This design comes from an exercise in tuning for small area and a short achievable clock period on the open sky130 flow, not from production work.
The RTL was checked by simulation tests, not by an equivalence proof against the original design.
Power and IR drop assume default switching activity.

==> flow/design.v <==
module ddr5_dimm_responder (
  input  logic        clk,
  input  logic        rst,
  input  logic        cmd_valid,
  input  logic [2:0]  cmd_type,
  input  logic        cmd_channel,
  input  logic [2:0]  cmd_bg,
  input  logic [1:0]  cmd_bank,
  input  logic [15:0] cmd_row,
  input  logic [5:0]  cmd_col,
  output logic        rd_valid,
  output logic [26:0] rd_tag,
  output logic        wr_ack,
  output logic [26:0] wr_tag,
  output logic        err_valid,
  output logic [2:0]  err_code,
  output logic [5:0]  open_banks
);
  localparam logic [6:0]   T_ACT_LD = 7'b0110000;   
  localparam logic [6:0]   T_PRE_LD = 7'b1000010;   
  localparam logic [127:0] OPEN_SET = 128'h00040560043368510238258d164a1301;
  logic [2:0]  eff;
  assign eff = (cmd_valid && !cmd_channel) ? cmd_type : 3'd0;
  logic [2:0]  p_type;
  logic [4:0]  p_idx;
  logic [15:0] p_row;
  logic [5:0]  p_col;
  always_ff @(posedge clk) begin
    p_type <= eff;
    p_idx  <= {cmd_bg, cmd_bank};
    p_row  <= cmd_row;
    p_col  <= cmd_col;
  end
  logic dec_q;   
  always_ff @(posedge clk or posedge rst) begin
    if (rst) dec_q <= 1'b0;
    else     dec_q <= !dec_q && (eff == 3'd1 || eff == 3'd3 || eff == 3'd5);
  end
  logic [4:0] idx_in;
  assign idx_in = {cmd_bg, cmd_bank};
  logic [6:0]  tmr  [32];
  logic [31:0] live;
  logic [15:0] rows [32];
  logic        pok_q, pre_cand_q, c_q, o_q;
  logic        err_valid_q;
  logic        f_act, f_pre, f_rw;
  assign f_act = pok_q && (p_type == 3'd2) && c_q;
  assign f_rw  = pok_q && (p_type == 3'd4 || p_type == 3'd6) && o_q;
  assign f_pre = pre_cand_q && !err_valid_q && live[p_idx];
  function automatic logic [6:0] tmr_step(input logic [6:0] q);
    tmr_step = {q[5:0], (q[6] == q[5]) && (q != 7'd0)};
  endfunction
  logic [31:0] pre_err_v;
  always_comb begin
    for (int i = 0; i < 32; i++)
      pre_err_v[i] = live[i] && (tmr[i] != 7'd0);
  end
  logic [6:0] s_p;
  logic       closed_p, live_p, open_p;
  assign s_p      = tmr[p_idx];
  assign live_p   = live[p_idx];
  assign closed_p = !live_p && (s_p == 7'd0);
  assign open_p   = live_p && OPEN_SET[s_p];
  logic p_is_act;
  assign p_is_act = (p_type == 3'd1);
  logic       mismatch, pair_err;
  logic [2:0] pair_code;
  logic [2:0]  x_type;
  logic [15:0] x_rowm;
  logic [5:0]  x_colm;
  assign x_type = p_type + 3'd1;
  assign x_rowm = {16{p_is_act}};
  assign x_colm = {6{!p_is_act}};
  assign mismatch  = !cmd_valid || cmd_channel || (|(cmd_type ^ x_type)) || (|(idx_in ^ p_idx)) ||
                     (|((cmd_row ^ p_row) & x_rowm)) || (|((cmd_col ^ p_col) & x_colm));
  assign pair_err  = p_is_act ? !closed_p : !open_p;
  assign pair_code = p_is_act ? (live_p ? 3'd1 : 3'd5) : 3'd2;
  logic is_half2, is_pre;
  assign is_half2 = (eff == 3'd2) || (eff == 3'd4) || (eff == 3'd6);
  assign is_pre   = (eff == 3'd7);
  logic       err_v_d;
  logic [2:0] err_c_d;
  logic pre_err;
  logic [31:0] idx_hot;
  always_comb for (int i = 0; i < 32; i++) idx_hot[i] = (idx_in == 5'(i));
  assign pre_err = (|(pre_err_v & idx_hot)) || (f_act && idx_in == p_idx);
  assign err_v_d = dec_q ? (mismatch || pair_err) : (is_half2 || (is_pre && pre_err));
  assign err_c_d = dec_q ? (mismatch ? 3'd4 : pair_code) : (is_half2 ? 3'd4 : 3'd3);
  logic [2:0] err_code_q;
  logic [5:0] open_q;
  always_ff @(posedge clk or posedge rst) begin
    if (rst) begin
      err_valid_q <= 1'b0;
      err_code_q  <= 3'd0;
      pok_q       <= 1'b0;
      pre_cand_q  <= 1'b0;
      open_q      <= 6'd0;
    end else begin
      err_valid_q <= err_v_d;
      err_code_q  <= err_c_d;
      pok_q       <= dec_q && !mismatch;
      pre_cand_q  <= !dec_q && is_pre;
      open_q      <= open_q + {5'd0, f_act} - {5'd0, f_pre};
    end
  end
  always_ff @(posedge clk) begin
    c_q <= closed_p;
    o_q <= open_p;
  end
  always_ff @(posedge clk or posedge rst) begin
    if (rst) begin
      live <= '0;
      for (int i = 0; i < 32; i++) tmr[i] <= 7'd0;
    end else begin
      for (int i = 0; i < 32; i++) begin
        if (f_act && p_idx == 5'(i)) begin
          tmr[i]  <= T_ACT_LD;
          live[i] <= 1'b1;
        end else if (f_pre && p_idx == 5'(i)) begin
          tmr[i]  <= T_PRE_LD;
          live[i] <= 1'b0;
        end else begin
          tmr[i]  <= tmr_step(tmr[i]);
        end
      end
    end
  end
  always_ff @(posedge clk) begin
    for (int i = 0; i < 32; i++)
      if (f_act && p_idx == 5'(i)) rows[i] <= p_row;
  end
  localparam int HL = 19;
  logic          ph;
  logic          s_v, s_r;
  logic [10:0]   s_d;
  logic [HL:1]   h_v, h_r, h_late;
  logic [10:0]   h_d [1:HL];
  logic          f_rd;
  assign f_rd = (p_type == 3'd4);
  always_ff @(posedge clk or posedge rst) begin
    if (rst) begin
      ph  <= 1'b0;
      s_v <= 1'b0;
      h_v <= '0;
    end else begin
      ph  <= !ph;
      s_v <= f_rw;
      if (ph) h_v <= {h_v[HL-1:1], f_rw || s_v};
    end
  end
  always_ff @(posedge clk) begin
    s_r <= f_rd;
    s_d <= {p_idx, p_col};
    if (ph) begin
      h_r[1]    <= s_v ? s_r : f_rd;
      h_late[1] <= !s_v;
      h_d[1]    <= s_v ? s_d : {p_idx, p_col};
      h_r[HL:2]    <= h_r[HL-1:1];
      h_late[HL:2] <= h_late[HL-1:1];
      for (int k = 2; k <= HL; k++) h_d[k] <= h_d[k-1];
    end
  end
  logic        rd_late, wr_look, rd_look;
  logic [10:0] sel_d;
  logic [15:0] row_m;
  assign rd_late = !ph && h_v[HL] && h_r[HL] && h_late[HL];
  assign wr_look = h_v[HL-1] && !h_r[HL-1] && (ph == h_late[HL-1]);
  assign rd_look = rd_late || (ph && h_v[HL-1] && h_r[HL-1] && !h_late[HL-1]);
  assign sel_d   = rd_late ? h_d[HL] : h_d[HL-1];
  assign row_m   = rows[sel_d[10:6]];
  logic        rd_look_q, rd_valid_q, wr_ack_q;
  logic [26:0] rd_tag_q, wr_tag_q;
  always_ff @(posedge clk or posedge rst) begin
    if (rst) begin
      rd_look_q  <= 1'b0;
      rd_valid_q <= 1'b0;
      wr_ack_q   <= 1'b0;
      rd_tag_q   <= '0;
      wr_tag_q   <= '0;
    end else begin
      rd_look_q  <= rd_look;
      rd_valid_q <= rd_look_q;
      wr_ack_q   <= wr_look;
      if (rd_look) rd_tag_q <= {sel_d[10:6], row_m, sel_d[5:0]};
      wr_tag_q   <= {sel_d[10:6], row_m, sel_d[5:0]};
    end
  end
  assign rd_valid   = rd_valid_q;
  assign rd_tag     = rd_tag_q;
  assign wr_ack     = wr_ack_q;
  assign wr_tag     = wr_tag_q;
  assign err_valid  = err_valid_q;
  assign err_code   = err_code_q;
  assign open_banks = open_q;
endmodule
==> flow/flow/run.sh <==
#!/bin/bash
# Standard ORFS layout (the standard.sh) with extra optimisation effort:
# - the platform's don't-use list plus the 4-input NOR/OR cells (slow stacked PMOS), so
#   synthesis builds the input-side compare trees from faster gates;
# - repair_timing asked to leave extra setup margin, cells resized across footprints;
# - port buffers of a fixed small cell, clock tree with larger sink clusters and no dummy loads.
# The timing constraints (constraint.sdc) are unchanged; every port still gets a buffer.
set -euo pipefail
source flow/knobs.sh
DONT_USE="$(tr '\n' ' ' < flow/dont_use.txt)"
bash standard.sh SETUP_SLACK_MARGIN=$MARGIN MATCH_CELL_FOOTPRINT=0 "DONT_USE_CELLS=$DONT_USE" \
  "CTS_ARGS=$CTS" "BUFFER_PORTS_ARGS=$PORTBUF" $EXTRA finish > standard_make.log 2>&1
==> flow/flow/dont_use.txt <==
sky130_fd_sc_hd__lpflow_bleeder_1
sky130_fd_sc_hd__lpflow_clkbufkapwr_1
sky130_fd_sc_hd__lpflow_clkbufkapwr_16
sky130_fd_sc_hd__lpflow_clkbufkapwr_2
sky130_fd_sc_hd__lpflow_clkbufkapwr_4
sky130_fd_sc_hd__lpflow_clkbufkapwr_8
sky130_fd_sc_hd__lpflow_clkinvkapwr_1
sky130_fd_sc_hd__lpflow_clkinvkapwr_16
sky130_fd_sc_hd__lpflow_clkinvkapwr_2
sky130_fd_sc_hd__lpflow_clkinvkapwr_4
sky130_fd_sc_hd__lpflow_clkinvkapwr_8
sky130_fd_sc_hd__lpflow_decapkapwr_12
sky130_fd_sc_hd__lpflow_decapkapwr_3
sky130_fd_sc_hd__lpflow_decapkapwr_4
sky130_fd_sc_hd__lpflow_decapkapwr_6
sky130_fd_sc_hd__lpflow_decapkapwr_8
sky130_fd_sc_hd__lpflow_inputiso0n_1
sky130_fd_sc_hd__lpflow_inputiso0p_1
sky130_fd_sc_hd__lpflow_inputiso1n_1
sky130_fd_sc_hd__lpflow_inputiso1p_1
sky130_fd_sc_hd__lpflow_inputisolatch_1
sky130_fd_sc_hd__lpflow_isobufsrc_1
sky130_fd_sc_hd__lpflow_isobufsrc_16
sky130_fd_sc_hd__lpflow_isobufsrc_2
sky130_fd_sc_hd__lpflow_isobufsrc_4
sky130_fd_sc_hd__lpflow_isobufsrc_8
sky130_fd_sc_hd__lpflow_isobufsrckapwr_16
sky130_fd_sc_hd__lpflow_lsbuf_lh_hl_isowell_tap_1
sky130_fd_sc_hd__lpflow_lsbuf_lh_hl_isowell_tap_2
sky130_fd_sc_hd__lpflow_lsbuf_lh_hl_isowell_tap_4
sky130_fd_sc_hd__lpflow_lsbuf_lh_isowell_4
sky130_fd_sc_hd__lpflow_lsbuf_lh_isowell_tap_1
sky130_fd_sc_hd__lpflow_lsbuf_lh_isowell_tap_2
sky130_fd_sc_hd__lpflow_lsbuf_lh_isowell_tap_4
sky130_fd_sc_hd__probe_p_8
sky130_fd_sc_hd__probec_p_8
sky130_fd_sc_hd__nor4_1
sky130_fd_sc_hd__nor4_2
sky130_fd_sc_hd__nor4_4
sky130_fd_sc_hd__nor4b_1
sky130_fd_sc_hd__nor4b_2
sky130_fd_sc_hd__nor4b_4
sky130_fd_sc_hd__nor4bb_1
sky130_fd_sc_hd__nor4bb_2
sky130_fd_sc_hd__nor4bb_4
sky130_fd_sc_hd__or4_1
sky130_fd_sc_hd__or4_2
sky130_fd_sc_hd__or4_4
sky130_fd_sc_hd__or4b_1
sky130_fd_sc_hd__or4b_2
sky130_fd_sc_hd__or4b_4
sky130_fd_sc_hd__or4bb_1
sky130_fd_sc_hd__or4bb_2
sky130_fd_sc_hd__or4bb_4
==> flow/flow/knobs.sh <==
MARGIN=14.8
CTS="-sink_clustering_enable -repair_clock_nets -dont_use_dummy_load -sink_clustering_size 30 -sink_clustering_max_diameter 60"
PORTBUF="-buffer_cell sky130_fd_sc_hd__buf_2"
EXTRA=""
==> flow/standard.sh <==
#!/bin/bash
# synth_recipe.tcl (not shown) runs the flow's synth.tcl, then flattens the netlist and writes it again
# the make line also repeats each setting of config.mk as NAME=value (left out here)
make -C /OpenROAD-flow-scripts/flow DESIGN_CONFIG=/design/flow/config.mk WORK_HOME=/design/flow/orfs CLKGATE_MAP_FILE= SYNTH_SCRIPT=/design/flow/synth_recipe.tcl "${@:-finish}"
==> flow/config.mk <==
export PLATFORM = sky130hd
export DESIGN_NAME = ddr5_dimm_responder
export DESIGN_NICKNAME = ddr5_dimm_responder
export VERILOG_FILES = /design/flow/design.v
export SDC_FILE = /design/flow/constraint.sdc
export NUM_CORES = 4
export LEC_CHECK = 0
export CAP_MARGIN = 20
export CORE_MARGIN = 2
export CORE_UTILIZATION = 40
export SLEW_MARGIN = 20
==> flow/constraint.sdc <==
create_clock -name core_clock -period 20.0 [get_ports {clk}]
set_input_delay 4.0000 -clock core_clock [delete_from_list [all_inputs] [get_ports {clk}]]
set_output_delay 4.0000 -clock core_clock [all_outputs]
set_load 0.01 [all_outputs]
==> Flow_metrics.wiki, run 1 <==
{| class="wikitable"
! Metric !! Value
|-
| Most frequent cell after synthesis || edfxtp_1
|-
| Synth async-reset ratio || 30.2%
|-
| Via count normalized by instance count || 6.04
|-
| Startpoint of the lowest-slack register-to-register path || ph
|-
| Port Buf Inserts || 99
|-
| Worst Setup Path Type || in -> reg
|-
| Crit path max fanout || 2
|-
| Initial cell density of the core || 40.3%
|-
| Number of buffers between clock root and the deepest sink || 3
|-
| Peak supply drop || 0.0662 mV
|-
| Number of nets in the layout || 3140
|-
| # H-tree levels || 2
|-
| Post-synthesis mux area share || 3.29%
|-
| Highest clock frequency the design can meet || 189 MHz
|-
| Adder and majority cell fraction of the synthesized area || 0.444%
|-
| Final Hold Violating Endpoints || 0
|-
| Slew @ Worst Pin || 1.17 ns
|-
| Levels on crit path || 10
|-
| CTS root buf || clkbuf_16
|-
| Worst path required time || 20.50 ns
|-
| Number of design rule violations left after detail routing || 0
|-
| FILL cells || 9650
|-
| Post-Layout Inst Area || 48500 sq um
|-
| Grt total ovfl || 0
|-
| Count of state elements after synthesis || 1150
|-
| Critical path, cell by cell || buf_6 -> xnor2_2 -> nand4_1 -> nor2_1 -> nand2_2 -> a21oi_2 -> a21o_1 -> o21a_1 -> o21bai_1 -> o211ai_1
|-
| Met2 track demand over resource in global routing || 36.4%
|-
| LEAKAGE || 18.9 nW
|-
| Synthesized area || 44000 sq um
|-
| Routing usage on met3 || 4.24%
|-
| Clock tree from TritonCTS || built
|-
| Largest net degree at the start of global routing || 170
|-
| Basic-gate share of the synthesized area counting and, or, nand and nor cells || 9.19%
|-
| Post-detailed-route count of antenna-violating nets || 0
|-
| Syn-to-layout area delta || 10.3%
|-
| Critical path's slowest cell || nand4_1
|-
| Slack of the worst reg-to-reg path || 14.94 ns
|-
| Synth top area cells || edfxtp_1 (52%), dfrtp_1 (20%), a22oi_1 (2.2%), nor2_1 (2.1%), dfxtp_1 (2.0%)
|-
| Detail-routed net length per standard cell || 30.3 microns
|-
| Total routing usage reported by global routing || 24.0%
|-
| Register area || 32400 sq um
|-
| CP arrival || 5.78 ns
|-
| HPWL reported at the end of detailed placement || 88.9 mm
|-
| Post-synth cell types || 89
|-
| Number of clock sinks seen by CTS || 1150
|-
| Worst setup SP type || input pin
|-
| Number of synthesized flops with an enable pin || 759
|-
| Summed negative setup slack over all endpoints || 0 ns
|-
| Inserted Clock Buffers || 61
|-
| Detailed Routing Iterations Pass 1 || 6
|-
| Final critical delay including setup and external delays || 5.28 ns
|-
| Worst hold path stage count || 0
|-
| Nets in the synthesized netlist || 2970
|-
| Reported max-cap violation count || 0
|-
| Top-Level Pins || 100
|-
| Post-route clock period utilization || 26.4%
|-
| Post-Syn Instances || 2921
|-
| Initial DRC count || 3607
|-
| Delay of the slowest critical-path stage || 0.45 ns
|-
| Largest delay contributor family on the critical path || simple AND/OR/NAND/NOR gates
|-
| Area of the placeable core || 109000 sq um
|-
| # diodes || 0
|-
| Cell Pwr Density || 89.8 nW/um^2
|-
| Worst R2R End || rd_tag_q[9]
|-
| Placed Area || 46600 sq um
|-
| Quantity of hold-fixing buffers added after cts || 0
|-
| Register clock-pin slew on the reported worst setup and hold paths || 0.10 ns
|-
| Path type of the worst min-delay path || reg -> reg
|-
| GR met1 Demand/Resource || 33.8%
|-
| Placed cell count || 4421
|-
| Most used DFF post-synth || edfxtp_1
|-
| Worst slack at placement || 13.84 ns
|-
| Cell types with the highest counts after synthesis || edfxtp_1 (759), dfrtp_1 (347), nor2_1 (249)
|-
| Global placer's final weighted congestion || 1.01
|-
| Cell depth of the worst flop-to-flop path || 12
|-
| Via count of the first global-routing pass || 25700
|-
| Post-layout total power || 0.00435 W
|-
| Worst setup EP type || flop
|-
| Number of pins exceeding their max-slew limit in the final report || 0
|-
| Run status || no timing/DRC/antenna violations
|-
| Clock skew || 0.120 ns
|-
| Vias || 27200
|-
| Total routed wirelength || 137 mm
|-
| Slew HR || 21.7%
|-
| Post-synthesis average cell area || 15.0 sq um
|-
| Die ar. || 113000 sq um
|-
| Std cell rows || 121
|-
| Number of antenna violations at the first check in global routing || 3
|-
| Xor/xnor share of the synthesized area || 1.12%
|-
| Critical path buffer and inverter count || 1
|-
| Compound-cell area share of the yosys netlist || 10.5%
|-
| Share of the synthesized area in the top cell type || 51.9%
|-
| Most used routing layer in global routing || met2
|-
| Combinational family with the most area after synthesis || compound AO/OA/AOI/OAI gates
|-
| Top cell type by total area after synthesis || edfxtp_1
|-
| Clock network latency to the later pin of the worst-skew pair || 0.72 ns
|-
| Proportion of layout cells with a drive suffix above 1 || 15.3%
|-
| Post-synthesis sequential area ratio || 73.6%
|-
| Warning count from the yosys run || 4
|-
| Chip Height || 336 microns
|-
| Worst Slack Setup Final || 14.72 ns
|-
| End point of the most critical hold path || rd_valid_q
|-
| RSZ-0062 raised after global routing || true
|-
| Number of cells in the finished layout apart from fillers || 4503
|-
| Footprint of the multi-input gates || 11000 sq um
|-
| Global-route wire length before repair || 193 mm
|-
| Die X || 336 microns
|-
| Worst Hold Launch || rd_look_q
|-
| Setup violators final || 0
|}
-- area by class of cell --
cell class / count / share of cell area [%]
multi-input combinational: 1584 / 22.7
inverter: 69 / 0.552
tap: 1414 / 3.65
timing repair buffer: 225 / 3.25
sequential: 1150 / 66.7
clock buffer: 61 / 3.15
-- how the worst max path moves through the flow --
stage                        endpoint         start  slack [ns]
after global routing      err_valid_q    cmd_row[0]       14.62
final                     err_valid_q    cmd_row[0]       14.72
after CTS                  rd_tag[25]  rd_tag_q[25]       14.68
after floorplan                 dec_q           rst       11.36
after detailed placement  err_valid_q   cmd_row[12]       13.84
after global placement    err_valid_q   cmd_row[13]       13.85
-- layer usage --
layer	vias up	share of wire, %	wire [microns]
li1	11500	-	-
met1	13900	41	55700
met2	1464	44	60600
met3	280	9.7	13200
met4	6	5.1	7020
met5	-	0.030	41
-- state kept, by name (all words and copies together), names as in the netlist, 3 cells and up --
register    cells
h_v            19
tmr           224
err_code_q      3
p_idx           5
open_q          6
h_r            19
p_row          16
wr_tag_q       27
s_d            11
h_d           209
p_col           6
h_late         19
rd_tag_q       27
live           32
rows          512
p_type          3
-- where the power goes --
| group | total (W) | internal (W) | switching, W |
|---|---|---|---|
| Clock | 0.00126 | 0.000539 | 0.000724 |
| Combinational | 0.000397 | 0.000138 | 0.000260 |
| Sequential | 0.00269 | 0.00260 | 0.0000897 |
-- cell families (layout without fill, tap and decap cells) --
kind of cell / count (synthesis) / in the layout
buf+inv: 187 / 355
simple gates: 788 / 788
flops: 1150 / 1150
fa+ha+maj: 15 / 15
compound gates: 610 / 610
mux: 115 / 115
xor+xnor: 56 / 56
-- stage by stage --
step / utilization, % / hold slack [ns]
2_1_floorplan: - / 0.326
3_3_place_gp: 42.8 / 0.334
3_5_place_dp: 42.8 / 0.335
4_1_cts: 44.3 / 0.338
5_1_grt: 44.5 / 0.357
6_report: 44.5 / 0.333
-- placed cells by master, fill, tap and decap left out, types with 81 or more instances in the layout --
master / instances
a21o_1: 102
dfrtp_1: 345
edfxtp_1: 759
nor3_1: 83
a21oi_1: 81
buf_4: 121
buf_2: 83
a22oi_1: 127
nor2_1: 224
nand2_1: 83
nand3_1: 104
-- repair_timing --
action                                  CTS  global route
gates resized for setup                  14            23
setup buffers                            11            10
pin swaps                                 4             5
endpoints found under the setup margin   64           209
endpoints found under the hold margin     0             0
==> run 2, diff against run 1 <==
==> flow/flow/knobs.sh (replaced) <==
MARGIN=14.7
CTS="-sink_clustering_enable -repair_clock_nets -dont_use_dummy_load -sink_clustering_size 30 -sink_clustering_max_diameter 60"
PORTBUF="-buffer_cell sky130_fd_sc_hd__buf_2"
EXTRA="CAP_MARGIN=10 SLEW_MARGIN=10"
==> run 2 against run 1 <==
Effect of this change:
- hold slack better by 0.0062 ns
- global-route usage about the same
- register-to-register slack worse by 0.10 ns
- critical endpoint unchanged
- clock skew down 0.036 ns
- still clean on timing, DRC and antenna
- area after synthesis unchanged
- clock power up 5%
- critical path type unchanged
- critical path depth unchanged
- count of clock-buffer cells in the layout up 5
- largest cell class unchanged
- non-clock buffer count down 19
- cell area down 0.32%
- combinational power about the same
- cell count down 0.29%
==> Flow_metrics.wiki, run 2 <==
{| class="wikitable"
! Metric !! Value
|-
| Launching instance or port of the critical path || cmd_row[13]
|-
| Register area || 32400 sq um (about the same)
|-
| Footprint of the multi-input gates || 10900 sq um (-0.36%)
|-
| # H-tree levels || 3 (+1)
|-
| Cell types with the highest counts after synthesis || edfxtp_1 (759), dfrtp_1 (347), nor2_1 (249)
|-
| Global placer's final weighted congestion || 1.01 (unchanged)
|-
| CP arrival || 5.77 ns (about the same)
|-
| Worst Setup Path Type || in -> reg
|-
| Path type of the worst min-delay path || reg -> reg
|-
| Hold WS || 0.340 ns (+0.00617 ns)
|-
| Leading cell types in the layout, fill and taps excluded || edfxtp_1 (759), dfrtp_1 (345), nor2_1 (227), a22oi_1 (127), nand3_1 (104)
|-
| Number of antenna violations at the first check in global routing || 4 (+1)
|-
| Area of the placeable core || 109000 sq um (unchanged)
|-
| Clock network latency to the later pin of the worst-skew pair || 0.67 ns (-0.05 ns)
|-
| Setup violators final || 0 (unchanged)
|-
| Most used DFF post-synth || edfxtp_1
|-
| Most common cell after layout, fill and taps aside || edfxtp_1
|-
| Slew @ Worst Pin || 1.23 ns (+0.0638 ns)
|-
| Top cell type by total area after synthesis || edfxtp_1
|-
| Proportion of layout cells with a drive suffix above 1 || 14.5% (-0.84 points)
|-
| Total routing usage reported by global routing || 24.0% (-0.041 points)
|-
| Grt total ovfl || 0 (unchanged)
|-
| Final critical delay including setup and external delays || 5.25 ns (-0.0361 ns)
|-
| Last element of the critical path || err_valid_q
|-
| Post-route clock period utilization || 26.2% (-0.18 points)
|-
| Port Buf Inserts || 99 (unchanged)
|-
| Worst Slack Setup Final || 14.75 ns (+0.0361 ns)
|-
| Post-detailed-route count of antenna-violating nets || 0 (unchanged)
|-
| Detailed Routing Iterations Pass 1 || 6 (unchanged)
|-
| Die ar. || 113000 sq um (unchanged)
|-
| Top-Level Pins || 100 (unchanged)
|-
| Clock skew || 0.0837 ns (-0.0362 ns)
|-
| Post-Syn Instances || 2921 (unchanged)
|-
| Count of state elements after synthesis || 1150 (unchanged)
|-
| Vias || 27100 (-0.35%)
|-
| LEAKAGE || 18.8 nW (-0.40%)
|-
| Worst path required time || 20.52 ns (+0.02 ns)
|-
| Initial DRC count || 3533 (-2.1%)
|-
| Worst hold path stage count || 0 (unchanged)
|-
| Synthesized area || 44000 sq um (unchanged)
|-
| Warning count from the yosys run || 4 (unchanged)
|-
| Flip-flop count of the largest register, all copies and words added || 512 (unchanged)
|-
| Cell Pwr Density || 91.1 nW/um^2 (+1.5%)
|-
| Top Registers || rows x512, tmr x224, h_d x209
|-
| Clock share of power || 29.9% (+0.9 points)
|-
| Worst slack at placement || 13.85 ns (+0.00620 ns)
|-
| Syn-to-layout area delta || 10.0%
|-
| FILL cells || 9699 (+0.51%)
|-
| Std cell rows || 121 (unchanged)
|-
| Number of design rule violations left after detail routing || 0 (unchanged)
|-
| Peak supply drop || 0.0538 mV (-19%)
|-
| Run status || no timing/DRC/antenna violations
|-
| Number of clock sinks seen by CTS || 1150 (unchanged)
|-
| CTS root buf || clkbuf_16
|-
| Largest net degree at the start of global routing || 170 (unchanged)
|-
| Chip Height || 336 microns (unchanged)
|-
| Startpoint of the lowest-slack register-to-register path || p_idx[4]
|-
| Highest clock frequency the design can meet || 191 MHz (+0.69%)
|-
| Cell depth of the worst flop-to-flop path || 18 (+6)
|-
| Internal power || 0.00333 W (+1.5%)
|-
| Quantity of hold-fixing buffers added after cts || 0 (unchanged)
|-
| Share of the synthesized area in the top cell type || 51.9% (unchanged)
|-
| Post-synth cell types || 89 (unchanged)
|-
| Via count of the first global-routing pass || 25600 (-0.18%)
|-
| Register clock-pin slew on the reported worst setup and hold paths || 0.10 ns (about the same)
|-
| Number of pins exceeding their max-slew limit in the final report || 0 (unchanged)
|-
| Worst setup SP type || input pin
|-
| Post-synthesis sequential area ratio || 73.6% (unchanged)
|-
| Inserted Clock Buffers || 66 (+8.2%)
|-
| NetSw || 0.00108 W (+0.32%)
|-
| Slew HR || 17.6% (-4.1 points)
|-
| Reported max-cap violation count || 0 (unchanged)
|-
| Crit path max fanout || 2 (unchanged)
|-
| Summed negative setup slack over all endpoints || 0 ns (unchanged)
|-
| Post-synthesis average cell area || 15.0 sq um (unchanged)
|-
| Finished Core Util || 44.4% (-0.14 points)
|-
| Synth top area cells || edfxtp_1 (52%), dfrtp_1 (20%), a22oi_1 (2.2%), nor2_1 (2.1%), dfxtp_1 (2.0%)
|-
| Most frequent cell after synthesis || edfxtp_1
|-
| Register name with the most flops || rows
|-
| Worst R2R End || err_valid_q
|-
| Total routed wirelength || 136 mm (-0.13%)
|-
| Global-route wire length before repair || 192 mm (-0.41%)
|-
| Synth async-reset ratio || 30.2% (unchanged)
|-
| RSZ-0062 raised after global routing || true
|-
| Clock tree from TritonCTS || built
|-
| Number of buffers between clock root and the deepest sink || 3 (unchanged)
|-
| Fraction of power consumed by sequential logic || 61.1% (-0.8 points)
|-
| HPWL reported at the end of detailed placement || 88.9 mm (about the same)
|-
| Post-layout total power || 0.00441 W (+1.2%)
|-
| Slack of the worst reg-to-reg path || 14.84 ns (-0.10 ns)
|-
| Final Hold Violating Endpoints || 0 (unchanged)
|-
| Initial cell density of the core || 40.3% (unchanged)
|-
| Worst setup EP type || flop
|-
| Number of synthesized flops with an enable pin || 759 (unchanged)
|-
| Sw frac || 24.4% (-0.22 points)
|-
| Nets in the synthesized netlist || 2970 (unchanged)
|-
| Number of nets in the layout || 3126 (-0.45%)
|-
| Die X || 336 microns (unchanged)
|-
| Detail-routed net length per standard cell || 30.4 microns (+0.15%)
|-
| Relative contribution of combinational cells to total power || 9.0% (about the same)
|-
| Via count normalized by instance count || 6.03 (about the same)
|}
==> run 2: cell counts after synthesis <==
Identical to the previous run, type by type.
==> run 2: how the worst min path moves through the flow <==
stage / from / end / slack (ns)
4_1_cts: rd_look_q / rd_valid_q / 0.34
3_3_place_gp: rd_look_q / rd_valid_q / 0.33
5_1_grt: rd_look_q / rd_valid_q / 0.34
6_report: rd_look_q / rd_valid_q / 0.34
2_1_floorplan: p_idx[3] / s_d[9] / 0.33
3_5_place_dp: rd_look_q / rd_valid_q / 0.34
==> run 2: routing by layer <==
layer | GRT usage (%) | part of all wire (%) | vias up
li1 | - | - | 11500
met1 | 33.0 | 41 | 13700
met2 | 36.1 | 44 | 1530
met3 | 5.12 | 9.7 | 333
met4 | 11.6 | 5.7 | 8
met5 | 0 | 0.033 | -
==> run 2: repair_timing <==
action | CTS | global route
endpoints found under the setup margin | 2 | 144
buffers inserted | 1 | 0
gates resized for setup | 4 | 7
pin swaps | 4 | 1
gates cloned | 0 | 0
==> run 2: metrics by stage <==
stage / cells / area, sq um
finish: 4490 / 48400
global placement: 4421 / 46600
global route: 4489 / 48300
CTS: 4488 / 48300
floorplan: 2921 / 44000
detailed placement: 4421 / 46600
==> run 2: cell type report <==
type                    instances  area share, %
clock buffers                  66           3.42
repair buffers                206           2.78
diodes                          1        0.00518
multi-input cells            1584           22.6
flip-flops and latches       1150           66.9
well taps                    1414           3.66
inverters                      69          0.554
==> run 2: cells by family (layout without fill, tap and decap cells) <==
kind of cell / Yosys count / in the layout / synth area share, %
mux: 115 / 115 / 3.29
other cells: 0 / 1 / 0
buf+inv: 187 / 341 / 1.90
simple gates: 788 / 788 / 9.19
fa+ha+maj: 15 / 15 / 0.444
xor+xnor: 56 / 56 / 1.12
flops: 1150 / 1150 / 73.6
compound gates: 610 / 610 / 10.5
==> run 2: critical path: stages <==
cell,delay [ns]
buf_2,0.11
xnor2_1,0.14
nand4_1,0.45
nor2_2,0.25
nand2_2,0.16
a21oi_2,0.17
a21o_1,0.15
o21a_1,0.13
o21bai_1,0.10
o211ai_1,0.10
==> run 2: power by group through the flow <==
stage / combinational [W] / sequential, W / clock (W)
2_1_floorplan: 0.000236 / 0.00270 / 0
3_3_place_gp: 0.000388 / 0.00274 / 0
3_5_place_dp: 0.000388 / 0.00274 / 0
4_1_cts: 0.000389 / 0.00269 / 0.00134
5_1_grt: 0.000425 / 0.00270 / 0.00142
6_report: 0.000396 / 0.00269 / 0.00132
==> run 3, diff against run 2 <==
==> flow/flow/knobs.sh (replaced) <==
MARGIN=14.75
CTS="-sink_clustering_enable -repair_clock_nets -dont_use_dummy_load -sink_clustering_size 30 -sink_clustering_max_diameter 60"
PORTBUF="-buffer_cell sky130_fd_sc_hd__buf_2"
EXTRA="CAP_MARGIN=10 SLEW_MARGIN=10"
==> run 3 against run 2 <==
Effect of this change:
- area after synthesis unchanged
- via count about the same
- critical path depth unchanged
- global-route usage about the same
- register-to-register slack better by 0.03 ns
- die area unchanged
- clock power about the same
- setup slack better by 0.0038 ns
- hold slack worse by 0.00064 ns
- sequential share of layout area down 0.13 points
- total power about the same
- critical endpoint unchanged
- largest cell class unchanged
- largest power group unchanged
==> Flow_metrics.wiki, run 3 <==
{| class="wikitable"
! Metric !! Value
|-
| Run status || no timing/DRC/antenna violations
|-
| Slew HR || 18.2% (+0.63 points)
|-
| Std cell rows || 121 (unchanged)
|-
| Cell types with the highest counts after synthesis || edfxtp_1 (759), dfrtp_1 (347), nor2_1 (249)
|-
| Via count normalized by instance count || 6.02 (-0.29%)
|-
| Number of pins exceeding their max-slew limit in the final report || 0 (unchanged)
|-
| Final Hold Violating Endpoints || 0 (unchanged)
|-
| Path type of the worst min-delay path || reg -> reg
|-
| Hold WS || 0.339 ns (-0.000640 ns)
|-
| Delay of the slowest critical-path stage || 0.44 ns (about the same)
|-
| Global placer's final weighted congestion || 1.01 (unchanged)
|-
| Grt total ovfl || 0 (unchanged)
|-
| Largest net degree at the start of global routing || 170 (unchanged)
|-
| Highest clock frequency the design can meet || 191 MHz (about the same)
|-
| Startpoint of the lowest-slack register-to-register path || p_idx[4]
|-
| Most used DFF post-synth || edfxtp_1
|-
| Worst Slack Setup Final || 14.76 ns (+0.00380 ns)
|-
| Top-Level Pins || 100 (unchanged)
|-
| HPWL reported at the end of detailed placement || 88.9 mm (unchanged)
|-
| Number of design rule violations left after detail routing || 0 (unchanged)
|-
| Initial DRC count || 3586 (+1.5%)
|-
| Detail-routed net length per standard cell || 30.3 microns (-0.12%)
|-
| Summed negative setup slack over all endpoints || 0 ns (unchanged)
|-
| Number of synthesized flops with an enable pin || 759 (unchanged)
|-
| Synthesized area || 44000 sq um (unchanged)
|-
| Post-synthesis average cell area || 15.0 sq um (unchanged)
|-
| Top Registers || rows x512, tmr x224, h_d x209
|-
| Number of nets in the layout || 3137 (+0.35%)
|-
| Most frequent cell after synthesis || edfxtp_1
|-
| Proportion of layout cells with a drive suffix above 1 || 14.8% (+0.30 points)
|-
| Count of state elements after synthesis || 1150 (unchanged)
|-
| Slack of the worst reg-to-reg path || 14.87 ns (+0.03 ns)
|-
| Total routing usage reported by global routing || 24.0% (about the same)
|-
| Worst Hold Launch || rd_look_q
|-
| Worst R2R End || err_valid_q
|-
| Initial cell density of the core || 40.3% (unchanged)
|-
| Setup violators final || 0 (unchanged)
|-
| Total routed wirelength || 137 mm (+0.12%)
|-
| Synth async-reset ratio || 30.2% (unchanged)
|-
| Nets in the synthesized netlist || 2970 (unchanged)
|-
| Peak supply drop || 0.0540 mV (+0.38%)
|-
| Warning count from the yosys run || 4 (unchanged)
|-
| Number of clock sinks seen by CTS || 1150 (unchanged)
|-
| Inserted Clock Buffers || 66 (unchanged)
|-
| Post-route clock period utilization || 26.2% (about the same)
|-
| Worst path required time || 20.52 ns (about the same)
|-
| Area of the placeable core || 109000 sq um (unchanged)
|-
| Syn-to-layout area delta || 10.2%
|-
| Post-synth cell types || 89 (unchanged)
|-
| Critical path's slowest cell || nand4_1
|-
| Register clock-pin slew on the reported worst setup and hold paths || 0.10 ns (about the same)
|-
| Chip Height || 336 microns (unchanged)
|-
| Clock skew || 0.0821 ns (-0.00161 ns)
|-
| Top cell type by total area after synthesis || edfxtp_1
|-
| LEAKAGE || 18.9 nW (+0.31%)
|-
| Clock network latency to the later pin of the worst-skew pair || 0.67 ns (about the same)
|-
| Global-route wire length before repair || 192 mm (about the same)
|-
| Cell Pwr Density || 90.9 nW/um^2 (-0.23%)
|-
| Clock tree from TritonCTS || built
|-
| Port Buf Inserts || 99 (unchanged)
|-
| Critical path, cell by cell || buf_2 -> xnor2_1 -> nand4_1 -> nor2_2 -> nand2_2 -> a21oi_2 -> a21o_1 -> o21a_1 -> o21bai_1 -> o211ai_1
|-
| Slew @ Worst Pin || 1.22 ns (-0.00939 ns)
|-
| Post-Syn Instances || 2921 (unchanged)
|-
| Flip-flop count of the largest register, all copies and words added || 512 (unchanged)
|-
| Synth top area cells || edfxtp_1 (52%), dfrtp_1 (20%), a22oi_1 (2.2%), nor2_1 (2.1%), dfxtp_1 (2.0%)
|-
| CTS root buf || clkbuf_16
|-
| Worst setup EP type || flop
|-
| Worst Setup Path Type || in -> reg
|-
| Crit path max fanout || 2 (unchanged)
|-
| Register name with the most flops || rows
|-
| Worst slack at placement || 13.85 ns (unchanged)
|-
| Via count of the first global-routing pass || 25700 (+0.051%)
|-
| RSZ-0062 raised after global routing || true
|-
| Reported max-cap violation count || 0 (unchanged)
|-
| Post-detailed-route count of antenna-violating nets || 0 (unchanged)
|-
| # H-tree levels || 3 (unchanged)
|-
| Post-synthesis sequential area ratio || 73.6% (unchanged)
|-
| Worst setup SP type || input pin
|-
| Die ar. || 113000 sq um (unchanged)
|-
| Worst hold path stage count || 0 (unchanged)
|-
| Detailed Routing Iterations Pass 1 || 7 (+1)
|-
| Quantity of hold-fixing buffers added after cts || 0 (unchanged)
|-
| Share of the synthesized area in the top cell type || 51.9% (unchanged)
|-
| Final critical delay including setup and external delays || 5.24 ns (-0.00380 ns)
|-
| Leading cell types in the layout, fill and taps excluded || edfxtp_1 (759), dfrtp_1 (345), nor2_1 (227), a22oi_1 (127), buf_4 (112)
|-
| Number of buffers between clock root and the deepest sink || 3 (unchanged)
|-
| Die X || 336 microns (unchanged)
|-
| Most common cell after layout, fill and taps aside || edfxtp_1
|-
| Cell depth of the worst flop-to-flop path || 18 (unchanged)
|-
| End point of the most critical hold path || rd_valid_q
|-
| Number of antenna violations at the first check in global routing || 4 (unchanged)
|-
| CP arrival || 5.76 ns (about the same)
|-
| Vias || 27100 (-0.048%)
|}
[run 3: final cells by class]
| cell class | count | area, sq um |
|---|---|---|
| Tap cell | 1414 | 1770 |
| Sequential cell | 1150 | 32400 |
| Multi-Input combinational cell | 1584 | 10900 |
| Fill cell | 9694 | 60600 |
| Timing Repair Buffer | 217 | 1440 |
| Inverter | 69 | 268 |
| Antenna cell | 1 | 2.50 |
| Clock buffer | 66 | 1650 |
[run 3: worst max-delay path by stage]
stage	slack [ns]	cells after the start	start	to
after global placement	13.85	10	cmd_row[13]	err_valid_q
after global routing	14.57	10	cmd_row[0]	err_valid_q
after floorplan	11.36	1	rst	dec_q
final	14.76	10	cmd_row[13]	err_valid_q
after detailed placement	13.85	10	cmd_row[12]	err_valid_q
after CTS	14.70	10	cmd_row[13]	err_valid_q
[run 3: layer usage]
layer	routed length, microns	up-vias	global-route usage [%]	part of all wire [%]
met5	45	-	0	0.033
met4	7660	8	11.6	5.6
met3	13300	337	5.12	9.7
met2	60400	1494	36.1	44
met1	55200	13700	33.0	40
li1	-	11500	-	-
[run 3: cell families after synthesis]
| family | Yosys count | synth area share [%] |
|---|---|---|
| XOR/XNOR | 56 | 1.12 |
| buffers and inverters | 187 | 1.90 |
| flip-flops | 1150 | 73.6 |
| AND/OR/NAND/NOR | 788 | 9.19 |
| AO/OA/AOI/OAI | 610 | 10.5 |
| adder cells (fa/ha/maj) | 15 | 0.444 |
| multiplexers | 115 | 3.29 |
[run 3: timing repair]
action                                  CTS  global route
endpoints found under the setup margin    4           160
pin swaps                                 4             1
gates cloned                              0             0
setup buffers                             3             9
resized for setup                         5             8
[run 3: stage by stage]
stage	power [W]	area, sq um	utilization, %	instances
2_1_floorplan	0.00293	44000	-	2921
3_3_place_gp	0.00313	46600	42.8	4421
3_5_place_dp	0.00313	46600	42.8	4421
4_1_cts	0.00442	48300	44.3	4490
5_1_grt	0.00454	48400	44.4	4500
6_report	0.00441	48400	44.4	4501
[run 3: critical path, delay by kind of cell]
family	cells	cell delay, ns
and+or+nand+nor	3	0.85
AOI/OAI and AO/OA	5	0.65
buffers and inverters	1	0.11
xor gates and xnor gates	1	0.14
[run 3: power breakdown]
part | internal [W] | switching, W | total (W)
Sequential | 0.00260 | 0.0000884 | 0.00269
Combinational | 0.000136 | 0.000260 | 0.000396
Clock | 0.000589 | 0.000727 | 0.00132
==> run 4, diff against run 3 <==
==> flow/flow/knobs.sh (replaced) <==
MARGIN=14.8
CTS="-sink_clustering_enable -repair_clock_nets -dont_use_dummy_load -sink_clustering_size 30 -sink_clustering_max_diameter 60"
PORTBUF="-buffer_cell sky130_fd_sc_hd__buf_2"
EXTRA="CAP_MARGIN=10 SLEW_MARGIN=10"
==> run 4 against run 3 <==
Effect of this change:
- global-route usage about the same
- maximum frequency about the same
- clock power about the same
- utilization increased by 0.099 points
- setup slack improved by 0.0029 ns
- highest routed layer unchanged
- sequential cell count unchanged
- total power about the same
- critical path type unchanged
- register-to-register slack improved by 0.05 ns
==> Flow_metrics.wiki, run 4 <==
{| class="wikitable"
! Metric !! Value
|-
| Run status || no timing/DRC/antenna violations
|-
| Top cell type by total area after synthesis || edfxtp_1
|-
| Proportion of layout cells with a drive suffix above 1 || 15.0% (+0.22 points)
|-
| Detailed Routing Iterations Pass 1 || 6 (-1)
|-
| Slew @ Worst Pin || 1.24 ns (+0.0149 ns)
|-
| Die X || 336 microns (unchanged)
|-
| Post-detailed-route count of antenna-violating nets || 0 (unchanged)
|-
| Global-route wire length before repair || 192 mm (about the same)
|-
| Top-Level Pins || 100 (unchanged)
|-
| Register clock-pin slew on the reported worst setup and hold paths || 0.10 ns (about the same)
|-
| Number of synthesized flops with an enable pin || 759 (unchanged)
|-
| Leading cell types in the layout, fill and taps excluded || edfxtp_1 (759), dfrtp_1 (345), nor2_1 (227), a22oi_1 (127), buf_4 (119)
|-
| Detail-routed net length per standard cell || 30.2 microns (-0.37%)
|-
| Synthesized area || 44000 sq um (unchanged)
|-
| Largest net degree at the start of global routing || 170 (unchanged)
|-
| Clock skew || 0.0816 ns (-0.000529 ns)
|-
| Peak supply drop || 0.0535 mV (-0.92%)
|-
| Hold WS || 0.340 ns (+0.000593 ns)
|-
| Worst Setup Path Type || in -> reg
|-
| Placed Area || 46600 sq um (unchanged)
|-
| Total routing usage reported by global routing || 24.0% (about the same)
|-
| Number of design rule violations left after detail routing || 0 (unchanged)
|-
| Worst setup EP type || flop
|-
| Number of clock sinks seen by CTS || 1150 (unchanged)
|-
| Number of cells in the finished layout apart from fillers || 4511 (+0.22%)
|-
| Number of buffers between clock root and the deepest sink || 3 (unchanged)
|-
| Highest clock frequency the design can meet || 191 MHz (about the same)
|-
| Flip-flop count of the largest register, all copies and words added || 512 (unchanged)
|-
| RSZ-0062 raised after global routing || true
|-
| Initial cell density of the core || 40.3% (unchanged)
|-
| Most common cell after layout, fill and taps aside || edfxtp_1
|-
| Nets in the synthesized netlist || 2970 (unchanged)
|-
| Register name with the most flops || rows
|-
| Vias || 27300 (+0.96%)
|-
| Global placer's final weighted congestion || 1.01 (unchanged)
|-
| Number of nets in the layout || 3145 (+0.26%)
|-
| Post-synth cell types || 89 (unchanged)
|-
| Crit path max fanout || 2 (unchanged)
|-
| Clock network latency to the later pin of the worst-skew pair || 0.67 ns (about the same)
|-
| Count of state elements after synthesis || 1150 (unchanged)
|-
| HPWL reported at the end of detailed placement || 88.9 mm (unchanged)
|-
| Synth top area cells || edfxtp_1 (52%), dfrtp_1 (20%), a22oi_1 (2.2%), nor2_1 (2.1%), dfxtp_1 (2.0%)
|-
| Via count of the first global-routing pass || 25700 (+0.055%)
|-
| CP arrival || 5.76 ns (about the same)
|-
| Slew HR || 17.2% (-0.99 points)
|-
| Reported max-cap violation count || 0 (unchanged)
|-
| Warning count from the yosys run || 4 (unchanged)
|-
| Number of antenna violations at the first check in global routing || 4 (unchanged)
|-
| CTS root buf || clkbuf_16
|-
| Std cell rows || 121 (unchanged)
|-
| Grt total ovfl || 0 (unchanged)
|-
| Clock tree from TritonCTS || built
|-
| Inserted Clock Buffers || 66 (unchanged)
|-
| Post-Layout Inst Area || 48600 sq um (+0.22%)
|-
| LEAKAGE || 18.9 nW (+0.34%)
|-
| Most used DFF post-synth || edfxtp_1
|-
| Placed cell count || 4421 (unchanged)
|-
| Worst path required time || 20.52 ns (about the same)
|-
| Number of pins exceeding their max-slew limit in the final report || 0 (unchanged)
|-
| Summed negative setup slack over all endpoints || 0 ns (unchanged)
|-
| # H-tree levels || 3 (unchanged)
|-
| Total routed wirelength || 136 mm (-0.15%)
|-
| Via count normalized by instance count || 6.06 (+0.74%)
|-
| Initial DRC count || 3735 (+4.2%)
|-
| Post-synthesis average cell area || 15.0 sq um (unchanged)
|-
| Setup violators final || 0 (unchanged)
|-
| Chip Height || 336 microns (unchanged)
|-
| Quantity of hold-fixing buffers added after cts || 0 (unchanged)
|-
| Most frequent cell after synthesis || edfxtp_1
|-
| Share of the synthesized area in the top cell type || 51.9% (unchanged)
|-
| Top Registers || rows x512, tmr x224, h_d x209
|-
| Area of the placeable core || 109000 sq um (unchanged)
|-
| Port Buf Inserts || 99 (unchanged)
|-
| Worst setup SP type || input pin
|-
| Final critical delay including setup and external delays || 5.24 ns (-0.00290 ns)
|-
| Die ar. || 113000 sq um (unchanged)
|-
| Synth async-reset ratio || 30.2% (unchanged)
|-
| Cell Pwr Density || 90.8 nW/um^2 (-0.16%)
|-
| Path type of the worst min-delay path || reg -> reg
|-
| Post-Syn Instances || 2921 (unchanged)
|-
| Cell types with the highest counts after synthesis || edfxtp_1 (759), dfrtp_1 (347), nor2_1 (249)
|-
| Post-synthesis sequential area ratio || 73.6% (unchanged)
|-
| Post-route clock period utilization || 26.2% (about the same)
|-
| Final Hold Violating Endpoints || 0 (unchanged)
|-
| Syn-to-layout area delta || 10.5%
|}
==> run 4: area by class of cell <==
type / count / area [sq um]
fill: 9686 / 60500
sequential: 1150 / 32400
multi-input combinational: 1584 / 11000
tap: 1414 / 1770
clock buffer: 66 / 1650
timing repair buffer: 225 / 1530
inverter: 69 / 268
antenna: 3 / 7.51
==> run 4: worst paths after layout <==
kind | startpoint | endpoint | slack, ns | cells past startpoint
min in group asynchronous | rst | tmr[13][6] | 3.49 | 3
max | cmd_row[13] | err_valid_q | 14.76 | 10
max reg2reg | ph | rd_tag_q[8] | 14.92 | 11
min | rd_look_q | rd_valid_q | 0.34 | 0
max in group asynchronous | rst | rd_look_q | 15.13 | 4
min reg2reg | rd_look_q | rd_valid_q | 0.34 | 0
==> run 4: power breakdown <==
part           switching [W]  internal [W]  total, W
Clock               0.000727      0.000589   0.00132
Combinational       0.000261      0.000138  0.000399
Sequential         0.0000888       0.00260   0.00269
Total                0.00108       0.00333   0.00441
==> run 4: routing by layer <==
metal | vias to the layer above | track usage (%) | routed length [microns]
li1 | 11500 | - | -
met1 | 13900 | 33.0 | 55100
met2 | 1572 | 36.2 | 60300
met3 | 338 | 5.13 | 13400
met4 | 8 | 11.6 | 7470
met5 | - | 0 | 45
==> run 4: worst max-delay path: stages <==
cell,delay (ns)
buf_2,0.11
xnor2_1,0.14
nand4_1,0.45
nor2_2,0.31
nand2_4,0.11
a21oi_2,0.15
a21o_1,0.15
o21a_1,0.13
o21bai_1,0.10
o211ai_1,0.10
==> run 4: timing repair <==
item / 4_1_cts / 5_1_grt
endpoints found under the setup margin: 52 / 109
setup buffers: 10 / 10
gates resized for setup: 13 / 10
pin swaps: 4 / 2
==> run 4: logic make-up (layout without fill, tap and decap cells) <==
family / count (synthesis) / after routing / synth area share, %
compound gates: 610 / 610 / 10.5
xor+xnor: 56 / 56 / 1.12
fa+ha+maj: 15 / 15 / 0.444
buf+inv: 187 / 360 / 1.90
flops: 1150 / 1150 / 73.6
mux: 115 / 115 / 3.29
other cells: 0 / 3 / 0
simple gates: 788 / 788 / 9.19
==> run 4: metrics by stage <==
stage	worst slack, ns	total power, W	util, %
2_1_floorplan	11.36	0.00293	-
3_3_place_gp	13.85	0.00313	42.8
3_5_place_dp	13.85	0.00313	42.8
4_1_cts	14.70	0.00442	44.4
5_1_grt	14.59	0.00454	44.5
6_report	14.76	0.00441	44.5
==> run 5, diff against run 4 <==
==> flow/flow/knobs.sh (replaced) <==
MARGIN=14.8
CTS="-sink_clustering_enable -repair_clock_nets -dont_use_dummy_load -sink_clustering_size 40 -sink_clustering_max_diameter 50"
PORTBUF="-buffer_cell sky130_fd_sc_hd__buf_2"
EXTRA=""
==> run 5 against run 4 <==
Effect of this change:
- still clean
- sequential power about the same
- clock power increased by 27%
- setup slack got worse by 0.055 ns
- maximum frequency decreased by 1.0%
- die area unchanged
- non-clock buffer count increased by 3
- first-iteration DRC count increased by 1.4%
- highest routed layer is now met4
==> Flow_metrics.wiki, run 5 <==
{| class="wikitable"
! Metric !! Value
|-
| Run status || no timing/DRC/antenna violations
|-
| Summed negative setup slack over all endpoints || 0 ns (unchanged)
|-
| Share of the synthesized area in the top cell type || 51.9% (unchanged)
|-
| Top Registers || rows x512, tmr x224, h_d x209
|-
| Synthesized area || 44000 sq um (unchanged)
|-
| Number of nets in the layout || 3182 (+1.2%)
|-
| Clock skew || 0.0879 ns (+0.00635 ns)
|-
| Chip Height || 336 microns (unchanged)
|-
| # diodes || 0 (-3)
|-
| Total routed wirelength || 138 mm (+1.1%)
|-
| Cell Pwr Density || 96.1 nW/um^2 (+5.9%)
|-
| Setup violators final || 0 (unchanged)
|-
| Inserted Clock Buffers || 100 (+52%)
|-
| Post-detailed-route count of antenna-violating nets || 0 (unchanged)
|-
| Detail-routed net length per standard cell || 30.3 microns (+0.35%)
|-
| Crit path max fanout || 2 (unchanged)
|-
| Compound-cell area share of the yosys netlist || 10.5% (unchanged)
|-
| # H-tree levels || 3 (unchanged)
|-
| Detailed Routing Iterations Pass 1 || 5 (-1)
|-
| Post-layout total power || 0.00476 W (+8.0%)
|-
| Final critical delay including setup and external delays || 5.29 ns (+0.0551 ns)
|-
| Die X || 336 microns (unchanged)
|-
| Highest clock frequency the design can meet || 189 MHz (-1.0%)
|-
| Initial cell density of the core || 40.3% (unchanged)
|-
| Post-synth cell types || 89 (unchanged)
|-
| Slew @ Worst Pin || 1.20 ns (-0.0388 ns)
|-
| Length of routed met2 wiring || 61.4 mm (+1.8%)
|-
| Post-synthesis average cell area || 15.0 sq um (unchanged)
|-
| Worst setup EP type || flop
|-
| Post-route clock period utilization || 26.5% (+0.28 points)
|-
| Largest net degree at the start of global routing || 170 (unchanged)
|-
| Cell types with the highest counts after synthesis || edfxtp_1 (759), dfrtp_1 (347), nor2_1 (249)
|-
| Via count of the first global-routing pass || 26100 (+1.6%)
|-
| Number of clock sinks seen by CTS || 1150 (unchanged)
|-
| Xor/xnor share of the synthesized area || 1.12% (unchanged)
|-
| HPWL reported at the end of detailed placement || 88.9 mm (about the same)
|-
| Highest routed metal layer || met4
|-
| Wl on met1 || 56.4 mm (+2.4%)
|-
| Placed cell count || 4421 (unchanged)
|-
| Reported max-cap violation count || 0 (unchanged)
|-
| Most frequent cell after synthesis || edfxtp_1
|-
| Worst Setup Path Type || in -> reg
|-
| Area of the placeable core || 109000 sq um (unchanged)
|-
| Grt total ovfl || 0 (unchanged)
|-
| Post-synthesis sequential area ratio || 73.6% (unchanged)
|-
| Worst setup SP type || input pin
|-
| Number of synthesized flops with an enable pin || 759 (unchanged)
|-
| Count of state elements after synthesis || 1150 (unchanged)
|-
| Initial DRC count || 3788 (+1.4%)
|-
| RSZ-0062 raised after global routing || true
|-
| Total routing usage reported by global routing || 24.2% (+0.26 points)
|-
| Final Hold Violating Endpoints || 0 (unchanged)
|-
| Synth top area cells || edfxtp_1 (52%), dfrtp_1 (20%), a22oi_1 (2.2%), nor2_1 (2.1%), dfxtp_1 (2.0%)
|-
| Most used DFF post-synth || edfxtp_1
|-
| Peak supply drop || 0.0767 mV (+44%)
|-
| Number of buffers between clock root and the deepest sink || 3 (unchanged)
|-
| Proportion of layout cells with a drive suffix above 1 || 16.5% (+1.5 points)
|-
| Nets in the synthesized netlist || 2970 (unchanged)
|-
| Adder and majority cell fraction of the synthesized area || 0.444% (unchanged)
|-
| Most common cell after layout, fill and taps aside || edfxtp_1
|-
| Port Buf Inserts || 99 (unchanged)
|-
| Register clock-pin slew on the reported worst setup and hold paths || 0.10 ns (about the same)
|-
| Number of cells in the finished layout apart from fillers || 4545 (+0.75%)
|-
| Flip-flop count of the largest register, all copies and words added || 512 (unchanged)
|-
| Warning count from the yosys run || 4 (unchanged)
|-
| Post-Syn Instances || 2921 (unchanged)
|-
| Path type of the worst min-delay path || reg -> reg
|-
| Global placer's final weighted congestion || 1.01 (unchanged)
|-
| Number of design rule violations left after detail routing || 0 (unchanged)
|-
| Basic-gate share of the synthesized area counting and, or, nand and nor cells || 9.19% (unchanged)
|-
| Number of antenna violations at the first check in global routing || 2 (-2)
|-
| Vias || 27500 (+0.39%)
|-
| LEAKAGE || 19.4 nW (+2.4%)
|-
| Slew HR || 19.6% (+2.4 points)
|-
| Clock network latency to the later pin of the worst-skew pair || 0.71 ns (+0.04 ns)
|-
| Syn-to-layout area delta || 12.7%
|-
| CP arrival || 5.80 ns (+0.04 ns)
|-
| Combinational family with the most area after synthesis || compound AO/OA/AOI/OAI gates
|-
| FILL cells || 9553 (-1.4%)
|-
| Worst slack at placement || 13.84 ns (-0.00620 ns)
|-
| Leading cell types in the layout, fill and taps excluded || edfxtp_1 (759), dfrtp_1 (345), nor2_1 (224), a22oi_1 (127), buf_4 (121)
|-
| Top-Level Pins || 100 (unchanged)
|-
| Number of pins exceeding their max-slew limit in the final report || 0 (unchanged)
|-
| Met3 wirelength from detailed routing || 13.1 mm (-2.5%)
|-
| CTS root buf || clkbuf_16
|-
| Top cell type by total area after synthesis || edfxtp_1
|-
| Worst path required time || 20.51 ns (about the same)
|-
| Post-synthesis mux area share || 3.29% (unchanged)
|-
| Worst Slack Setup Final || 14.71 ns (-0.0551 ns)
|-
| Std cell rows || 121 (unchanged)
|-
| Global-route wire length before repair || 194 mm (+0.97%)
|-
| Via count normalized by instance count || 6.04 (-0.36%)
|-
| Quantity of hold-fixing buffers added after cts || 0 (unchanged)
|-
| Synth async-reset ratio || 30.2% (unchanged)
|-
| Hold WS || 0.344 ns (+0.00417 ns)
|-
| Die ar. || 113000 sq um (unchanged)
|-
| Register name with the most flops || rows
|-
| Clock tree from TritonCTS || built
|}
-- run 5: cell counts after synthesis --
No cell type changed its count.
-- run 5: logic make-up after synthesis --
| group | Yosys count |
|---|---|
| AOI/OAI and AO/OA | 610 |
| xor gates and xnor gates | 56 |
| adders and majority gates | 15 |
| buffers and inverters | 187 |
| DFF | 1150 |
| muxes | 115 |
| and+or+nand+nor | 788 |
-- run 5: repair_timing --
item	CTS	global route
buffers inserted	14	10
resized for setup	16	25
pin swaps	4	6
setup endpoints to repair	63	199
hold endpoints to repair	0	0
-- run 5: layout make-up --
| cell class | instances | area [sq um] | share of cell area [%] |
|---|---|---|---|
| multi-input cells | 1584 | 11000 | 22.2 |
| flip-flops and latches | 1150 | 32400 | 65.4 |
| repair buffers | 228 | 1610 | 3.25 |
| clock buffers | 100 | 2500 | 5.05 |
| well taps | 1414 | 1770 | 3.57 |
| inverters | 69 | 268 | 0.541 |
-- run 5: path summary, 6_finish.rpt --
path	slack (ns)	to	start	depth (start not counted)
min in group asynchronous	3.57	tmr[13][4]	rst	3
worst min register to register	0.34	h_d[7][10]	h_d[6][10]	0
worst max-delay path	14.71	err_valid_q	cmd_row[0]	10
max in group asynchronous	15.14	rd_tag_q[25]	rst	4
worst max register to register	14.89	err_valid_q	p_idx[1]	15
worst min-delay path	0.34	h_d[7][10]	h_d[6][10]	0
-- run 5: per-layer routing --
metal | track usage [%] | vias up
li1 | - | 11600
met1 | 33.8 | 14000
met2 | 36.7 | 1525
met3 | 4.98 | 320
met4 | 10.7 | 0
met5 | 0 | -
-- run 5: where the power goes --
| group | total (W) | internal [W] | switching [W] |
|---|---|---|---|
| clock network | 0.00167 | 0.000874 | 0.000793 |
| registers | 0.00270 | 0.00261 | 0.0000890 |
| logic | 0.000398 | 0.000138 | 0.000260 |
| total | 0.00476 | 0.00362 | 0.00114 |
-- run 5: metrics by stage --
stage                     util [%]  instance area [sq um]
after floorplan                  -                  44000
after global placement        42.8                  46600
after detailed placement      42.8                  46600
after CTS                     45.2                  49300
after global routing          45.4                  49500
final                         45.4                  49500
-- run 5: critical path, cell delays in order --
cell	delay (ns)
buf_6	0.10
xnor2_2	0.11
nand4_1	0.45
nor2_1	0.27
nand2_2	0.17
a21oi_2	0.20
a21o_1	0.15
o21a_1	0.14
o21bai_1	0.11
o211ai_1	0.10
==> run 6, diff against run 5 <==
==> flow/flow/knobs.sh (replaced) <==
MARGIN=14.8
CTS="-sink_clustering_enable -repair_clock_nets -dont_use_dummy_load -sink_clustering_size 30 -sink_clustering_max_diameter 70"
PORTBUF="-buffer_cell sky130_fd_sc_hd__buf_2"
EXTRA="CAP_MARGIN=10 SLEW_MARGIN=10"
==> run 6 against run 5 <==
Effect of this change:
- sequential cell count did not move
- highest routed layer is now met5
- still clean
- cell area fell by 2.5%
- utilization fell by 1.1 points
- setup slack improved by 0.043 ns
- count of clock-buffer cells in the layout fell by 48
- largest cell class unchanged
- critical path depth fell by 9
- synthesized cell count did not move
- clock power fell by about 30%
- clock skew fell by 0.0079 ns
- cell count fell by 1.0%
- hold slack improved by 0.019 ns
- non-clock buffer count rose by 1
==> Flow_metrics.wiki, run 6 <==
{| class="wikitable"
! Metric !! Value
|-
| Register area || 32400 sq um (about the same)
|-
| Largest delay contributor family on the critical path || flip-flops
|-
| Register name with the most flops || rows
|-
| Number of clock sinks seen by CTS || 1150 (unchanged)
|-
| Initial cell density of the core || 40.3% (unchanged)
|-
| Number of synthesized flops with an enable pin || 759 (unchanged)
|-
| Delay of the slowest critical-path stage || 0.42 ns (-0.03 ns)
|-
| Wl on met1 || 55.5 mm (-1.5%)
|-
| Post-detailed-route count of antenna-violating nets || 0 (unchanged)
|-
| Slew HR || 15.5% (-4.1 points)
|-
| Synth top area cells || edfxtp_1 (52%), dfrtp_1 (20%), a22oi_1 (2.2%), nor2_1 (2.1%), dfxtp_1 (2.0%)
|-
| Area of the placeable core || 109000 sq um (unchanged)
|-
| Worst setup EP type || output pin
|-
| Post-route clock period utilization || 26.3% (-0.21 points)
|-
| Chip Height || 336 microns (unchanged)
|-
| Worst Setup Path Type || reg -> out
|-
| Register clock-pin slew on the reported worst setup and hold paths || 0.11 ns (about the same)
|-
| Number of nets in the layout || 3135 (-1.5%)
|-
| Via count normalized by instance count || 6.05 (+0.14%)
|-
| Number of pins exceeding their max-slew limit in the final report || 0 (unchanged)
|-
| Path type of the worst min-delay path || reg -> reg
|-
| Final critical delay including setup and external delays || 5.25 ns (-0.0426 ns)
|-
| Total routed wirelength || 137 mm (-0.91%)
|-
| Share of the synthesized area in the top cell type || 51.9% (unchanged)
|-
| Finished Core Util || 44.3% (-1.1 points)
|-
| Largest net degree at the start of global routing || 170 (unchanged)
|-
| Worst setup SP type || flop
|-
| Critical path, cell by cell || buf_2
|-
| Slew @ Worst Pin || 1.27 ns (+0.0647 ns)
|-
| Worst Slack Setup Final || 14.75 ns (+0.0426 ns)
|-
| Std cell rows || 121 (unchanged)
|-
| Flip-flop count of the largest register, all copies and words added || 512 (unchanged)
|-
| Post-synthesis sequential area ratio || 73.6% (unchanged)
|-
| Final Hold Violating Endpoints || 0 (unchanged)
|-
| Number of antenna violations at the first check in global routing || 1 (-1)
|-
| HPWL reported at the end of detailed placement || 88.9 mm (about the same)
|-
| Warning count from the yosys run || 4 (unchanged)
|-
| LEAKAGE || 18.8 nW (-3.0%)
|-
| Proportion of layout cells with a drive suffix above 1 || 14.8% (-1.7 points)
|-
| Setup violators final || 0 (unchanged)
|-
| Critical path buffer and inverter count || 1 (unchanged)
|-
| Number of buffers between clock root and the deepest sink || 3 (unchanged)
|-
| CTS root buf || clkbuf_16
|-
| Global-route wire length before repair || 192 mm (-1.0%)
|-
| Length of routed met2 wiring || 60.2 mm (-1.9%)
|-
| Port Buf Inserts || 99 (unchanged)
|-
| Post-Syn Instances || 2921 (unchanged)
|-
| Top Registers || rows x512, tmr x224, h_d x209
|-
| Most used DFF post-synth || edfxtp_1
|-
| Cell Pwr Density || 88.3 nW/um^2 (-8.1%)
|-
| Grt total ovfl || 0 (unchanged)
|-
| Nets in the synthesized netlist || 2970 (unchanged)
|-
| Worst path required time || 16.00 ns (-4.51 ns)
|-
| Worst slack at placement || 13.85 ns (+0.00620 ns)
|-
| Critical path's slowest cell || dfrtp_1
|-
| Via count of the first global-routing pass || 25500 (-2.2%)
|-
| Detailed Routing Iterations Pass 1 || 6 (+1)
|-
| FILL cells || 9698 (+1.5%)
|-
| Run status || no timing/DRC/antenna violations
|-
| Summed negative setup slack over all endpoints || 0 ns (unchanged)
|-
| Clock network latency to the later pin of the worst-skew pair || 0.69 ns (-0.02 ns)
|-
| Most frequent cell after synthesis || edfxtp_1
|-
| RSZ-0062 raised after global routing || true
|-
| Initial DRC count || 3689 (-2.6%)
|-
| CP arrival || 1.25 ns (-4.55 ns)
|-
| # H-tree levels || 2 (-1)
|-
| Crit path max fanout || 2 (unchanged)
|-
| Clock skew || 0.0800 ns (-0.00793 ns)
|-
| Highest routed metal layer || met5
|-
| Detail-routed net length per standard cell || 30.4 microns (+0.11%)
|-
| Reported max-cap violation count || 0 (unchanged)
|-
| Top-Level Pins || 100 (unchanged)
|-
| Footprint of the multi-input gates || 11000 sq um (-0.22%)
|-
| Die X || 336 microns (unchanged)
|-
| Highest clock frequency the design can meet || 190 MHz (+0.81%)
|-
| Most common cell after layout, fill and taps aside || edfxtp_1
|-
| Global placer's final weighted congestion || 1.01 (unchanged)
|-
| Top cell type by total area after synthesis || edfxtp_1
|-
| Post-synthesis average cell area || 15.0 sq um (unchanged)
|-
| Total routing usage reported by global routing || 23.9% (-0.33 points)
|-
| Cell types with the highest counts after synthesis || edfxtp_1 (759), dfrtp_1 (347), nor2_1 (249)
|-
| Vias || 27200 (-0.87%)
|-
| Leading cell types in the layout, fill and taps excluded || edfxtp_1 (759), dfrtp_1 (345), nor2_1 (227), a22oi_1 (127), buf_4 (123)
|-
| Die ar. || 113000 sq um (unchanged)
|-
| Inserted Clock Buffers || 52 (-48%)
|-
| Synth async-reset ratio || 30.2% (unchanged)
|-
| Syn-to-layout area delta || 9.85%
|-
| Synthesized area || 44000 sq um (unchanged)
|-
| Met3 wirelength from detailed routing || 13.3 mm (+1.6%)
|-
| Number of design rule violations left after detail routing || 0 (unchanged)
|-
| Peak supply drop || 0.0569 mV (-26%)
|-
| Count of state elements after synthesis || 1150 (unchanged)
|-
| Post-layout total power || 0.00426 W (-10%)
|-
| Clock tree from TritonCTS || built
|-
| Post-synth cell types || 89 (unchanged)
|}
[run 6: cell types whose count changed in the layout (fill, tap and decap cells not counted), sizes merged]
cell	change
buf	+1
diode	+1
clkbuf	-48
[run 6: routing by layer]
layer  up-vias  GRT usage, %
li1      11500             -
met3       289          4.57
met1     13900          33.3
met5         -             0
met2      1526          36.1
met4         2          11.4
[run 6: what timing repair did]
action / CTS / global route
resized for setup: 14 / 19
buffers inserted: 10 / 14
setup endpoints to repair: 66 / 200
pin swaps: 4 / 6
hold buffers: 0 / 0
[run 6: path summary, 6_finish.rpt]
kind / from / to / slack (ns) / cells after the start
worst max register to register: p_idx[0] / err_valid_q / 14.87 / 15
max in group asynchronous: rst / rd_tag_q[22] / 15.19 / 4
worst max-delay path: rd_tag_q[25] / rd_tag[25] / 14.75 / 1
worst min-delay path: rd_look_q / rd_valid_q / 0.36 / 0
min in group asynchronous: rst / tmr[29][6] / 3.56 / 3
worst min register to register: rd_look_q / rd_valid_q / 0.36 / 0
[run 6: area by class of cell]
type | instances | share of cell area, %
diodes | 1 | 0.00518
clock buffers | 52 | 2.69
well taps | 1414 | 3.66
inverters | 69 | 0.555
repair buffers | 229 | 3.33
flip-flops and latches | 1150 | 67.0
multi-input cells | 1584 | 22.7
[run 6: power by group]
group | internal [W] | switching [W]
combinational | 0.000139 | 0.000262
clock | 0.000465 | 0.000706
sequential | 0.00260 | 0.0000886
total | 0.00321 | 0.00106
[run 6: per-stage QoR]
step | hold WS, ns | instances | area (sq um)
3_5_place_dp | 0.337 | 4421 | 46600
4_1_cts | 0.365 | 4483 | 48100
3_3_place_gp | 0.334 | 4421 | 46600
2_1_floorplan | 0.326 | 2921 | 44000
5_1_grt | 0.382 | 4498 | 48300
6_report | 0.363 | 4499 | 48300
[run 6: cell families after synthesis]
kind of cell	count (synthesis)	share of synthesized area, %
compound gates	610	10.5
xor+xnor	56	1.12
fa+ha+maj	15	0.444
buf+inv	187	1.90
flops	1150	73.6
mux	115	3.29
simple gates	788	9.19

-- port drivers added, routing unchanged --
The results above use ideal ports. As a check the final layouts listed here were re-extracted and re-timed, cells and wires unchanged. Step 1 sets driving cells, clkbuf_16 on the clock port and buf_2 on the other inputs (assumed; they add their load-dependent delay and slew). Step 2 also shifts input and output timing later by t, the mid clock arrival at the registers, as if the neighbouring blocks saw the same clock. Three values: ideal, step 1, step 2; two values: the first two.
run	t (ns)	setup slack, ns	worst setup path after step 2	cell pins on the clock port's net
run 1	0.727	14.719 / 14.659 / 14.022	input to register	1
run 2	0.691	14.755 / 14.704 / 14.107	input to register	1
run 3	0.689	14.758 / 14.715 / 14.113	input to register	1
run 4	0.688	14.761 / 14.712 / 14.117	input to register	1
run 5	0.731	14.706 / 14.712 / 14.012	input to register	1
run 6	0.714	14.749 / 14.684 / 14.074	input to register	1
After both steps setup and hold are still met in every run listed. The setup slack of run 1, which loses most, moves by -0.060 ns with the drivers and by -0.697 ns with both steps.
